Source: an optimization exercise on an open RTL-to-GDS flow (aim: a short achievable clock period and few clock cycles). Production flows keep margins and buffers that such runs may drop. Function was checked by simulation only, so behaviour that the tests miss may differ from the original. No activity file was given, so power comes from the tool's default toggle rates.

==> run a <==
==> flow/design.v <==
package mipsIsaPkg;
	typedef enum logic [5:0] {
		opSpecial = 6'h00,  
		opJ = 6'h02,
		opJal = 6'h03,
		opBeq = 6'h04,
		opBne = 6'h05,
		opAddiu = 6'h09,
		opOri = 6'h0d,
		opLui = 6'h0f,
		opLw = 6'h23,
		opSw = 6'h2b
	} opcode_t;
	typedef enum logic [5:0] {
		functSll = 6'h00,  
		functJr = 6'h08,
		functAddu = 6'h21,
		functSubu = 6'h23,
		functAnd = 6'h24,
		functOr = 6'h25,
		functSlt = 6'h2a
	} funct_t;
	typedef enum logic [2:0] {
		aluAdd = 3'd0,
		aluSub = 3'd1,
		aluAnd = 3'd2,
		aluOr = 3'd3,
		aluSlt = 3'd4,  
		aluSll = 3'd5,  
		aluLui = 3'd6   
	} aluOp_t;
endpackage
package mipsCorePkg;
	typedef logic [31:0] word_t;
	typedef logic [4:0] regAddr_t;
	localparam regAddr_t linkReg = 5'd31;
	typedef enum logic [1:0] {
		fwdReg = 2'b00,      
		fwdResultW = 2'b01,  
		fwdAluOutM = 2'b10   
	} fwdSel_t;
endpackage
`timescale 1ns/1ps
module alu (
	input mipsCorePkg::word_t a,
	input mipsCorePkg::word_t b,
	input mipsCorePkg::word_t bx,
	input logic cin,
	input mipsCorePkg::regAddr_t shamt,
	input logic opAdd,
	input logic opSub,
	input logic opAnd,
	input logic opOr,
	input logic opSlt,
	input logic opSll,
	output mipsCorePkg::word_t y,
	output logic eq
);
	mipsCorePkg::word_t sum;
	logic lt;
	logic [5:0][31:0] g;
	logic [5:0][31:0] p;
	assign g[0] = (a & bx) | {31'b0, cin & (a[0] | bx[0])};
	assign p[0] = a ^ bx;
	for (genvar l = 0; l < 5; l++) begin : gPrefix
		for (genvar i = 0; i < 32; i++) begin : gBit
			if (i >= (1 << l)) begin : gComb
				assign g[l + 1][i] = g[l][i] | (p[l][i] & g[l][i - (1 << l)]);
				assign p[l + 1][i] = p[l][i] & p[l][i - (1 << l)];
			end else begin : gPass
				assign g[l + 1][i] = g[l][i];
				assign p[l + 1][i] = p[l][i];
			end
		end
	end
	assign sum = (a ^ bx) ^ {g[5][30:0], cin};
	assign lt = (a[31] != b[31]) ? a[31] : sum[31];
	assign eq = (a == b);
	mipsCorePkg::word_t rest;
	assign rest = ({32{opAnd}} & (a & b))
		| ({32{opOr}} & (a | b))
		| ({32{opSll}} & (b << shamt));
	assign y = ({32{opAdd || opSub}} & sum) | {rest[31:1], rest[0] | (opSlt & lt)};
endmodule
`timescale 1ns/1ps
module regFile (
	input logic clk,
	input logic rstN,
	input mipsCorePkg::regAddr_t rdAddrA,
	input mipsCorePkg::regAddr_t rdAddrB,
	output mipsCorePkg::word_t rdDataA,
	output mipsCorePkg::word_t rdDataB,
	input mipsCorePkg::regAddr_t wrAddr,
	input mipsCorePkg::word_t wrData
);
	mipsCorePkg::word_t regs [32];
	logic [31:0] written;
	always_ff @(posedge clk or negedge rstN) begin
		if (!rstN)
			written <= '0;
		else if (wrAddr != '0)
			written[wrAddr] <= 1'b1;
	end
	always_ff @(posedge clk) begin
		if (wrAddr != '0)
			regs[wrAddr] <= wrData;
	end
	assign rdDataA = written[rdAddrA] ? regs[rdAddrA] : '0;
	assign rdDataB = written[rdAddrB] ? regs[rdAddrB] : '0;
endmodule
`timescale 1ns/1ps
module mipsCore #(
	parameter mipsCorePkg::word_t resetPc = '0
) (
	input logic clk,
	input logic rstN,
	output mipsCorePkg::word_t instrAddr,
	input mipsCorePkg::word_t instr,
	output mipsCorePkg::word_t dataAddr,
	output mipsCorePkg::word_t dataWrData,
	output logic dataWrEn,
	input mipsCorePkg::word_t dataRdData
);
	typedef mipsCorePkg::word_t word_t;
	typedef mipsCorePkg::regAddr_t regAddr_t;
	word_t pcF;
	word_t instrD, pcPlus4D;
	word_t linkPred;
	localparam int bhtBits = 5;
	logic [1:0] bht [1 << bhtBits];
	logic [bhtBits - 1:0] bhtIdxD, bhtIdxE;
	logic flipD, backE, bneE, brE;
	word_t srcAE, srcBE, srcBxE, srcCE, altPcE;
	logic cinE;
	regAddr_t shamtE, destE;
	logic opAddE, opSubE, opAndE, opOrE, opSltE, opSllE;
	logic loadE, storeE, ctlE, jrE, xorE;
	word_t aluOutM, storeDataM, memAddrM;
	logic loadFwdCE, loadFwdAE, loadFwdBE;
	regAddr_t destM;
	logic loadM, storeM;
	word_t resultW;
	regAddr_t destW;
	logic [5:0] opD, fnD;
	regAddr_t rsD, rtD, rdD;
	logic isR, isAddu, isSubu, isAnd, isOr, isSlt, isSll, isJr;
	logic isAddiu, isOri, isLui, isLw, isSw, isBeq, isBne, isJ, isJal;
	logic useA, useB, predTakenD, stallD, misE;
	logic zeroE, resolveD, takenD;
	regAddr_t destD;
	word_t immD, brTargetD, jTargetD, linkD, rdDataA, rdDataB, regAD, regBD, resultM;
	logic fwdAD, fwdBD;
	assign opD = instrD[31:26];
	assign fnD = instrD[5:0];
	assign rsD = instrD[25:21];
	assign rtD = instrD[20:16];
	assign rdD = instrD[15:11];
	assign isR = (opD == 6'h00);
	assign isSll = isR && fnD == 6'h00;
	assign isJr = isR && fnD == 6'h08;
	assign isAddu = isR && fnD == 6'h21;
	assign isSubu = isR && fnD == 6'h23;
	assign isAnd = isR && fnD == 6'h24;
	assign isOr = isR && fnD == 6'h25;
	assign isSlt = isR && fnD == 6'h2a;
	assign isJ = (opD == 6'h02);
	assign isJal = (opD == 6'h03);
	assign isBeq = (opD == 6'h04);
	assign isBne = (opD == 6'h05);
	assign isAddiu = (opD == 6'h09);
	assign isOri = (opD == 6'h0d);
	assign isLui = (opD == 6'h0f);
	assign isLw = (opD == 6'h23);
	assign isSw = (opD == 6'h2b);
	assign useA = (isAddu || isSubu || isAnd || isOr || isSlt || isJr ||
		isAddiu || isOri || isLw || isSw || isBeq || isBne) && rsD != '0;
	assign useB = (isAddu || isSubu || isAnd || isOr || isSlt || isSll ||
		isSw || isBeq || isBne) && rtD != '0;
	always_comb begin
		destD = '0;
		if (isAddu || isSubu || isAnd || isOr || isSlt || isSll)
			destD = rdD;
		else if (isAddiu || isOri || isLui || isLw)
			destD = rtD;
		else if (isJal)
			destD = 5'd31;
	end
	assign immD = isOri ? {16'b0, instrD[15:0]} : {{16{instrD[15]}}, instrD[15:0]};
	assign brTargetD = pcPlus4D + {{14{instrD[15]}}, instrD[15:0], 2'b00};
	assign jTargetD = {pcPlus4D[31:28], instrD[25:0], 2'b00};
	assign linkD = pcPlus4D + 32'd4;
	assign predTakenD = (isBeq || isBne) && (instrD[15] ^ flipD);
	regFile i_regFile (
		.clk(clk), .rstN(rstN),
		.rdAddrA(rsD), .rdAddrB(rtD), .rdDataA(rdDataA), .rdDataB(rdDataB),
		.wrAddr(destW), .wrData(resultW)
	);
	assign resultM = loadM ? dataRdData : aluOutM;
	always_comb begin
		if (destM != '0 && destM == rsD)
			regAD = resultM;
		else if (destW != '0 && destW == rsD)
			regAD = resultW;
		else
			regAD = rdDataA;
		if (destM != '0 && destM == rtD)
			regBD = resultM;
		else if (destW != '0 && destW == rtD)
			regBD = resultW;
		else
			regBD = rdDataB;
	end
	assign fwdAD = useA && rsD == destE;
	assign fwdBD = useB && rtD == destE;
	assign resolveD = (isBeq || isBne) && destE != '0 && !loadE &&
		(opAddE || opSubE || opAndE || opOrE) &&
		((rsD == destE && rtD == '0) || (rtD == destE && rsD == '0));
	assign takenD = zeroE ^ isBne;
	assign stallD = loadE && !isBeq && !isBne &&
		((useA && rsD == destE) || (useB && !isSw && rtD == destE));
	word_t pcNextF, pcPlus4F, redirectE, aE, bE, cE, yE;
	assign pcPlus4F = pcF + 32'd4;
	assign redirectE = jrE ? aE : altPcE;
	always_comb begin
		if (misE)
			pcNextF = redirectE;
		else if (stallD)
			pcNextF = pcF;
		else if (isJ || isJal)
			pcNextF = jTargetD;
		else if (isJr)
			pcNextF = linkPred;
		else if (resolveD)
			pcNextF = takenD ? brTargetD : pcPlus4F;
		else if (predTakenD)
			pcNextF = brTargetD;
		else
			pcNextF = pcPlus4F;
	end
	always_ff @(posedge clk or negedge rstN) begin
		if (!rstN) begin
			pcF <= resetPc;
			instrD <= '0;
			flipD <= 1'b0;
			linkPred <= '0;
		end else begin
			pcF <= pcNextF;
			if (!stallD) begin
				instrD <= misE ? '0 : instr;
				flipD <= !misE && bht[pcF[bhtBits + 1:2]][1];
				if (isJal)
					linkPred <= linkD;
			end
		end
	end
	always_ff @(posedge clk) begin
		if (!stallD) begin
			pcPlus4D <= pcPlus4F;
			bhtIdxD <= pcF[bhtBits + 1:2];
		end
	end
	word_t fetchAddr;
	always_ff @(posedge clk) begin
		fetchAddr <= rstN ? pcNextF : resetPc;
	end
	always_ff @(posedge clk or negedge rstN) begin
		if (!rstN) begin
			destE <= '0;
			{loadE, storeE, ctlE, brE, jrE} <= '0;
		end else if (stallD) begin
			destE <= '0;
			{loadE, storeE, ctlE, brE, jrE} <= '0;
		end else begin
			destE <= destD;
			loadE <= isLw;
			storeE <= isSw;
			ctlE <= ((isBeq || isBne) && !resolveD) || isJr;
			brE <= (isBeq || isBne) && !resolveD;
			jrE <= isJr;
		end
	end
	logic immOpD, subD, fwdAE_D, fwdBE_D;
	word_t luiImmD, otherAD, otherBD, otherBxD;
	assign immOpD = isAddiu || isOri || isLw || isSw;
	assign subD = isSubu || isSlt;
	assign luiImmD = {instrD[15:0], 16'b0};
	assign fwdAE_D = fwdAD && !(isJal || isLui);
	assign fwdBE_D = fwdBD && !(immOpD || isLui || isJal || isJr);
	assign otherAD = isJal ? linkD : (isLui ? '0 : regAD);
	assign otherBD = isJr ? linkPred : (isLui ? luiImmD : (immOpD ? immD : (isJal ? '0 : regBD)));
	assign otherBxD = isLui ? luiImmD : (immOpD ? immD : (isJal ? '0 : (regBD ^ {32{subD}})));
	always_ff @(posedge clk) begin
		srcAE <= fwdAE_D ? yE : otherAD;
		srcBE <= fwdBE_D ? yE : otherBD;
		srcBxE <= fwdBE_D ? (yE ^ {32{subD}}) : otherBxD;
		cinE <= subD;
		srcCE <= fwdBD ? yE : regBD;
		loadFwdCE <= loadE && fwdBD;
		loadFwdAE <= loadE && fwdAD;
		loadFwdBE <= loadE && fwdBD;
		shamtE <= instrD[10:6];
		opAddE <= isAddu || isAddiu || isLw || isSw || isJal;
		opSubE <= isSubu;
		opAndE <= isAnd;
		opOrE <= isOr || isOri || isLui;
		opSltE <= isSlt;
		opSllE <= isSll;
		xorE <= isJr ? 1'b1 : (isBne ^ predTakenD);
		altPcE <= predTakenD ? linkD : brTargetD;
		backE <= instrD[15];
		bneE <= isBne;
		bhtIdxE <= bhtIdxD;
	end
	logic eqE;
	assign aE = srcAE;
	assign bE = srcBE;
	assign cE = srcCE;
	alu i_alu (
		.a(aE), .b(bE), .bx(srcBxE), .cin(cinE), .shamt(shamtE),
		.opAdd(opAddE), .opSub(opSubE), .opAnd(opAndE), .opOr(opOrE),
		.opSlt(opSltE), .opSll(opSllE),
		.y(yE), .eq(eqAluE)
	);
	logic eqAluE;
	always_comb begin
		if (loadFwdAE && loadFwdBE)
			eqE = 1'b1;
		else if (loadFwdAE)
			eqE = (dataRdData == bE);
		else if (loadFwdBE)
			eqE = (aE == dataRdData);
		else
			eqE = eqAluE;
	end
	assign misE = ctlE && (eqE ^ xorE);
	always_ff @(posedge clk or negedge rstN) begin
		if (!rstN) begin
			for (int i = 0; i < (1 << bhtBits); i++)
				bht[i] <= 2'd1;
		end else if (brE) begin
			if ((eqE ^ bneE) != backE) begin
				if (bht[bhtIdxE] != 2'd3)
					bht[bhtIdxE] <= bht[bhtIdxE] + 2'd1;
			end else begin
				if (bht[bhtIdxE] != 2'd0)
					bht[bhtIdxE] <= bht[bhtIdxE] - 2'd1;
			end
		end
	end
	word_t zAddX;
	assign zAddX = (aE ^ srcBxE) ^ {aE[30:0] | srcBxE[30:0], 1'b0};
	always_comb begin
		if (opAddE)
			zeroE = (zAddX == '0);
		else if (opSubE)
			zeroE = eqAluE;
		else if (opOrE)
			zeroE = ((aE | bE) == '0);
		else
			zeroE = ((aE & bE) == '0);
	end
	always_ff @(posedge clk or negedge rstN) begin
		if (!rstN) begin
			{destM, loadM, storeM} <= '0;
			destW <= '0;
		end else begin
			{destM, loadM, storeM} <= {destE, loadE, storeE};
			destW <= destM;
		end
	end
	always_ff @(posedge clk) begin
		if (loadE || storeE)
			memAddrM <= yE;
	end
	always_ff @(posedge clk) begin
		aluOutM <= yE;
		storeDataM <= loadFwdCE ? dataRdData : cE;
		resultW <= resultM;
	end
	assign instrAddr = fetchAddr;
	assign dataAddr = memAddrM;
	assign dataWrData = storeDataM;
	assign dataWrEn = storeM;
endmodule
==> flow/flow/run.sh <==
#!/bin/bash
# The standard layout (the standard.sh, unchanged synthesis), with the
# timing repair steps aiming for extra setup slack so that the achieved
# period is pushed below the design's period. The SDC is not changed.
set -o pipefail
export SETUP_SLACK_MARGIN=$(cat flow/setup_margin.txt)
cp standard.sh standard.sh.log
bash standard.sh > standard_run.log 2>&1
==> flow/flow/setup_margin.txt <==
7.6
==> flow/standard.sh <==
#!/bin/bash
# synth_recipe.tcl (not shown) runs the flow's synth.tcl, then flattens the netlist and writes it again
# the make line also repeats each setting of config.mk as NAME=value (left out here)
make -C /OpenROAD-flow-scripts/flow DESIGN_CONFIG=/design/flow/config.mk WORK_HOME=/design/flow/orfs CLKGATE_MAP_FILE= SYNTH_SCRIPT=/design/flow/synth_recipe.tcl "${@:-finish}"
==> flow/config.mk <==
export PLATFORM = sky130hd
export DESIGN_NAME = mipsCore
export DESIGN_NICKNAME = mipsCore
export VERILOG_FILES = /design/flow/design.v
export SDC_FILE = /design/flow/constraint.sdc
export NUM_CORES = 4
export LEC_CHECK = 0
export CAP_MARGIN = 20
export CORE_MARGIN = 2
export CORE_UTILIZATION = 50
export PLACE_DENSITY = 0.65
export SLEW_MARGIN = 20
==> flow/constraint.sdc <==
create_clock -name core_clock -period 11.0 [get_ports {clk}]
set_input_delay 2.2000 -clock core_clock [delete_from_list [all_inputs] [get_ports {clk}]]
set_output_delay 2.2000 -clock core_clock [all_outputs]
set_load 0.01 [all_outputs]
==> run b (differences from run a) <==
==> flow/design.v, changed modules only <==
module mipsCore #(
	parameter mipsCorePkg::word_t resetPc = '0
) (
	input logic clk,
	input logic rstN,
	output mipsCorePkg::word_t instrAddr,
	input mipsCorePkg::word_t instr,
	output mipsCorePkg::word_t dataAddr,
	output mipsCorePkg::word_t dataWrData,
	output logic dataWrEn,
	input mipsCorePkg::word_t dataRdData
);
	typedef mipsCorePkg::word_t word_t;
	typedef mipsCorePkg::regAddr_t regAddr_t;
	word_t pcF;
	word_t instrD, pcPlus4D, pcPlus8D;
	word_t linkPred;
	localparam int bhtBits = 5;
	logic [1:0] bht [1 << bhtBits];
	logic [bhtBits - 1:0] bhtIdxD, bhtIdxE;
	logic flipD, backE, bneE, brE;
	mipsCorePkg::regAddr_t rfAddrA, rfAddrB;
	word_t srcAE, srcBE, srcBxE, srcCE, altPcE;
	logic cinE;
	regAddr_t shamtE, destE;
	logic opAddE, opSubE, opAndE, opOrE, opSltE, opSllE;
	logic loadE, storeE, ctlE, jrE, xorE;
	word_t aluOutM, storeDataM, memAddrM;
	logic loadFwdCE;
	regAddr_t destM;
	logic loadM, storeM;
	word_t resultW;
	regAddr_t destW;
	logic [5:0] opD, fnD;
	regAddr_t rsD, rtD, rdD;
	logic isR, isAddu, isSubu, isAnd, isOr, isSlt, isSll, isJr;
	logic isAddiu, isOri, isLui, isLw, isSw, isBeq, isBne, isJ, isJal;
	logic useA, useB, predTakenD, stallD, misE;
	logic zeroE, resolveD, takenD;
	regAddr_t destD;
	word_t immD, brTargetD, jTargetD, linkD, rdDataA, rdDataB, regAD, regBD, resultM;
	logic fwdAD, fwdBD;
	assign opD = instrD[31:26];
	assign fnD = instrD[5:0];
	assign rsD = instrD[25:21];
	assign rtD = instrD[20:16];
	assign rdD = instrD[15:11];
	assign isR = (opD == 6'h00);
	assign isSll = isR && fnD == 6'h00;
	assign isJr = isR && fnD == 6'h08;
	assign isAddu = isR && fnD == 6'h21;
	assign isSubu = isR && fnD == 6'h23;
	assign isAnd = isR && fnD == 6'h24;
	assign isOr = isR && fnD == 6'h25;
	assign isSlt = isR && fnD == 6'h2a;
	assign isJ = (opD == 6'h02);
	assign isJal = (opD == 6'h03);
	assign isBeq = (opD == 6'h04);
	assign isBne = (opD == 6'h05);
	assign isAddiu = (opD == 6'h09);
	assign isOri = (opD == 6'h0d);
	assign isLui = (opD == 6'h0f);
	assign isLw = (opD == 6'h23);
	assign isSw = (opD == 6'h2b);
	assign useA = (isAddu || isSubu || isAnd || isOr || isSlt || isJr ||
		isAddiu || isOri || isLw || isSw || isBeq || isBne) && rsD != '0;
	assign useB = (isAddu || isSubu || isAnd || isOr || isSlt || isSll ||
		isSw || isBeq || isBne) && rtD != '0;
	always_comb begin
		destD = '0;
		if (isAddu || isSubu || isAnd || isOr || isSlt || isSll)
			destD = rdD;
		else if (isAddiu || isOri || isLui || isLw)
			destD = rtD;
		else if (isJal)
			destD = 5'd31;
	end
	assign immD = isOri ? {16'b0, instrD[15:0]} : {{16{instrD[15]}}, instrD[15:0]};
	assign brTargetD = pcPlus4D + {{14{instrD[15]}}, instrD[15:0], 2'b00};
	assign jTargetD = {pcPlus4D[31:28], instrD[25:0], 2'b00};
	assign linkD = pcPlus8D;
	assign predTakenD = (isBeq || isBne) && (instrD[15] ^ flipD);
	regFile i_regFile (
		.clk(clk), .rstN(rstN),
		.rdAddrA(rfAddrA), .rdAddrB(rfAddrB), .rdDataA(rdDataA), .rdDataB(rdDataB),
		.wrAddr(destW), .wrData(resultW)
	);
	assign resultM = loadM ? dataRdData : aluOutM;
	always_comb begin
		if (destM != '0 && destM == rsD)
			regAD = resultM;
		else if (destW != '0 && destW == rsD)
			regAD = resultW;
		else
			regAD = rdDataA;
		if (destM != '0 && destM == rtD)
			regBD = resultM;
		else if (destW != '0 && destW == rtD)
			regBD = resultW;
		else
			regBD = rdDataB;
	end
	assign fwdAD = useA && rsD == destE;
	assign fwdBD = useB && rtD == destE;
	assign resolveD = (isBeq || isBne) && destE != '0 && !loadE &&
		(opAddE || opSubE || opAndE || opOrE) &&
		((rsD == destE && rtD == '0) || (rtD == destE && rsD == '0));
	assign takenD = zeroE ^ isBne;
	assign stallD = loadE && ((useA && rsD == destE) || (useB && !isSw && rtD == destE));
	word_t pcNextF, pcPlus4F, redirectE, aE, bE, cE, yE;
	assign pcPlus4F = pcF + 32'd4;
	assign redirectE = jrE ? aE : altPcE;
	always_comb begin
		if (misE)
			pcNextF = redirectE;
		else if (stallD)
			pcNextF = pcF;
		else if (isJ || isJal)
			pcNextF = jTargetD;
		else if (isJr)
			pcNextF = linkPred;
		else if (resolveD)
			pcNextF = takenD ? brTargetD : pcPlus4F;
		else if (predTakenD)
			pcNextF = brTargetD;
		else
			pcNextF = pcPlus4F;
	end
	always_ff @(posedge clk or negedge rstN) begin
		if (!rstN) begin
			pcF <= resetPc;
			instrD <= '0;
			flipD <= 1'b0;
			linkPred <= '0;
		end else begin
			pcF <= pcNextF;
			if (!stallD) begin
				instrD <= misE ? '0 : instr;
				flipD <= !misE && bht[pcF[bhtBits + 1:2]][1];
				if (isJal)
					linkPred <= linkD;
			end
		end
	end
	always_ff @(posedge clk) begin
		if (!stallD) begin
			pcPlus4D <= pcPlus4F;
			pcPlus8D <= pcF + 32'd8;
			bhtIdxD <= pcF[bhtBits + 1:2];
			rfAddrA <= instr[25:21];
			rfAddrB <= instr[20:16];
		end
	end
	word_t fetchAddr;
	always_ff @(posedge clk) begin
		fetchAddr <= rstN ? pcNextF : resetPc;
	end
	always_ff @(posedge clk or negedge rstN) begin
		if (!rstN) begin
			destE <= '0;
			{loadE, storeE, ctlE, brE, jrE} <= '0;
		end else if (stallD) begin
			destE <= '0;
			{loadE, storeE, ctlE, brE, jrE} <= '0;
		end else begin
			destE <= destD;
			loadE <= isLw;
			storeE <= isSw;
			ctlE <= ((isBeq || isBne) && !resolveD) || isJr;
			brE <= (isBeq || isBne) && !resolveD;
			jrE <= isJr;
		end
	end
	logic immOpD, subD, fwdAE_D, fwdBE_D;
	word_t luiImmD, otherAD, otherBD, otherBxD;
	assign immOpD = isAddiu || isOri || isLw || isSw;
	assign subD = isSubu || isSlt;
	assign luiImmD = {instrD[15:0], 16'b0};
	assign fwdAE_D = fwdAD && !(isJal || isLui);
	assign fwdBE_D = fwdBD && !(immOpD || isLui || isJal || isJr);
	assign otherAD = isJal ? linkD : (isLui ? '0 : regAD);
	assign otherBD = isJr ? linkPred : (isLui ? luiImmD : (immOpD ? immD : (isJal ? '0 : regBD)));
	assign otherBxD = isLui ? luiImmD : (immOpD ? immD : (isJal ? '0 : (regBD ^ {32{subD}})));
	always_ff @(posedge clk) begin
		srcAE <= fwdAE_D ? yE : otherAD;
		srcBE <= fwdBE_D ? yE : otherBD;
		srcBxE <= fwdBE_D ? (yE ^ {32{subD}}) : otherBxD;
		cinE <= subD;
		srcCE <= fwdBD ? yE : regBD;
		loadFwdCE <= loadE && fwdBD;
		shamtE <= instrD[10:6];
		opAddE <= isAddu || isAddiu || isLw || isSw || isJal;
		opSubE <= isSubu;
		opAndE <= isAnd;
		opOrE <= isOr || isOri || isLui;
		opSltE <= isSlt;
		opSllE <= isSll;
		xorE <= isJr ? 1'b1 : (isBne ^ predTakenD);
		altPcE <= predTakenD ? linkD : brTargetD;
		backE <= instrD[15];
		bneE <= isBne;
		bhtIdxE <= bhtIdxD;
	end
	logic eqE;
	assign aE = srcAE;
	assign bE = srcBE;
	assign cE = srcCE;
	alu i_alu (
		.a(aE), .b(bE), .bx(srcBxE), .cin(cinE), .shamt(shamtE),
		.opAdd(opAddE), .opSub(opSubE), .opAnd(opAndE), .opOr(opOrE),
		.opSlt(opSltE), .opSll(opSllE),
		.y(yE), .eq(eqE)
	);
	assign misE = ctlE && (eqE ^ xorE);
	logic bhtUpdM, bhtDisagreeM;
	logic [bhtBits - 1:0] bhtIdxM;
	always_ff @(posedge clk or negedge rstN) begin
		if (!rstN)
			bhtUpdM <= 1'b0;
		else
			bhtUpdM <= brE;
	end
	always_ff @(posedge clk) begin
		bhtDisagreeM <= (eqE ^ bneE) != backE;
		bhtIdxM <= bhtIdxE;
	end
	always_ff @(posedge clk or negedge rstN) begin
		if (!rstN) begin
			for (int i = 0; i < (1 << bhtBits); i++)
				bht[i] <= 2'd1;
		end else if (bhtUpdM) begin
			if (bhtDisagreeM) begin
				if (bht[bhtIdxM] != 2'd3)
					bht[bhtIdxM] <= bht[bhtIdxM] + 2'd1;
			end else begin
				if (bht[bhtIdxM] != 2'd0)
					bht[bhtIdxM] <= bht[bhtIdxM] - 2'd1;
			end
		end
	end
	word_t zAddX;
	assign zAddX = (aE ^ srcBxE) ^ {aE[30:0] | srcBxE[30:0], 1'b0};
	always_comb begin
		if (opAddE)
			zeroE = (zAddX == '0);
		else if (opSubE)
			zeroE = eqE;
		else if (opOrE)
			zeroE = ((aE | bE) == '0);
		else
			zeroE = ((aE & bE) == '0);
	end
	always_ff @(posedge clk or negedge rstN) begin
		if (!rstN) begin
			{destM, loadM, storeM} <= '0;
			destW <= '0;
		end else begin
			{destM, loadM, storeM} <= {destE, loadE, storeE};
			destW <= destM;
		end
	end
	always_ff @(posedge clk) begin
		memAddrM <= yE;
	end
	always_ff @(posedge clk or negedge rstN) begin
		if (!rstN)
			aluOutM <= '0;
		else
			aluOutM <= yE;
	end
	always_ff @(posedge clk) begin
		storeDataM <= loadFwdCE ? dataRdData : cE;
		resultW <= resultM;
	end
	assign instrAddr = fetchAddr;
	assign dataAddr = memAddrM;
	assign dataWrData = storeDataM;
	assign dataWrEn = storeM;
endmodule
==> flow/flow/setup_margin.txt (replaced) <==
7.45
Settings changed: CTS_CLUSTER_DIAMETER set to 80, CTS_CLUSTER_SIZE set to 25.
==> qor summary <==
Clock group share of total power: run b 0.275; run a 0.332
Post-Syn Area: run b 0.0821 mm²; run a 0.0825 mm²
Clock-cell share of area: run b 0.0368; run a 0.0558
Seq/Total Area, Yosys: run b 0.558; run a 0.539
Logic gate share of total power: run b 0.222; run a 0.233
Mux cell area share after synthesis: run b 0.222; run a 0.219
Sequential-cell power consumption: run b 7850 µW; run a 7630 µW
Vertical die dimension: run b 409 µm; run a 410 µm
Area of the die: run b 0.167 mm²; run a 0.168 mm²
Switching share of power: run b 0.329; run a 0.320
Global-route met1 utilization: run b 0.468; run a 0.498
Cts repair resizes: run b 675; run a 1249
Number of clock buffer instances in the layout: run b 112; run a 223
CTS sink count: run b 1673; run a 1618
Via/cell ratio: run b 6.91; run a 7.03
Run status: run b complete, no violations; run a complete, no violations
WL per Instance: run b 36.7 µm; run a 38.6 µm
Testbench counts of run a, summed over its fixed seeds: cycles 48,846.
Testbench counts of run b, summed over its fixed seeds: cycles 49,118.

-- re-timing with driven ports --
In the flow no input, the clock included, has a driving cell. The finished layouts below were timed again as built, in two steps. Step 1, drivers: a clkbuf_16 drives clk and a buf_2 each remaining input, both assumed. Step 2, shift: input delay + t, output delay - t, t = (earliest + latest rising clock arrival at the registers) / 2. This alone moves slack from input paths to output paths. a / b / c = ideal / step 1 / step 2; a / b = the first two.
run	t (ns)	setup WS [ns]	worst register clock-pin slew, ns
run a	0.934	6.983 / 6.983 / 6.118	0.07 / 0.07
run b	0.838	7.344 / 7.344 / 6.610	0.10 / 0.10
After both steps setup and hold are still met in every run listed. For run a, which loses most, drivers alone change the setup slack by 0.000 ns; drivers and shift together by -0.865 ns.
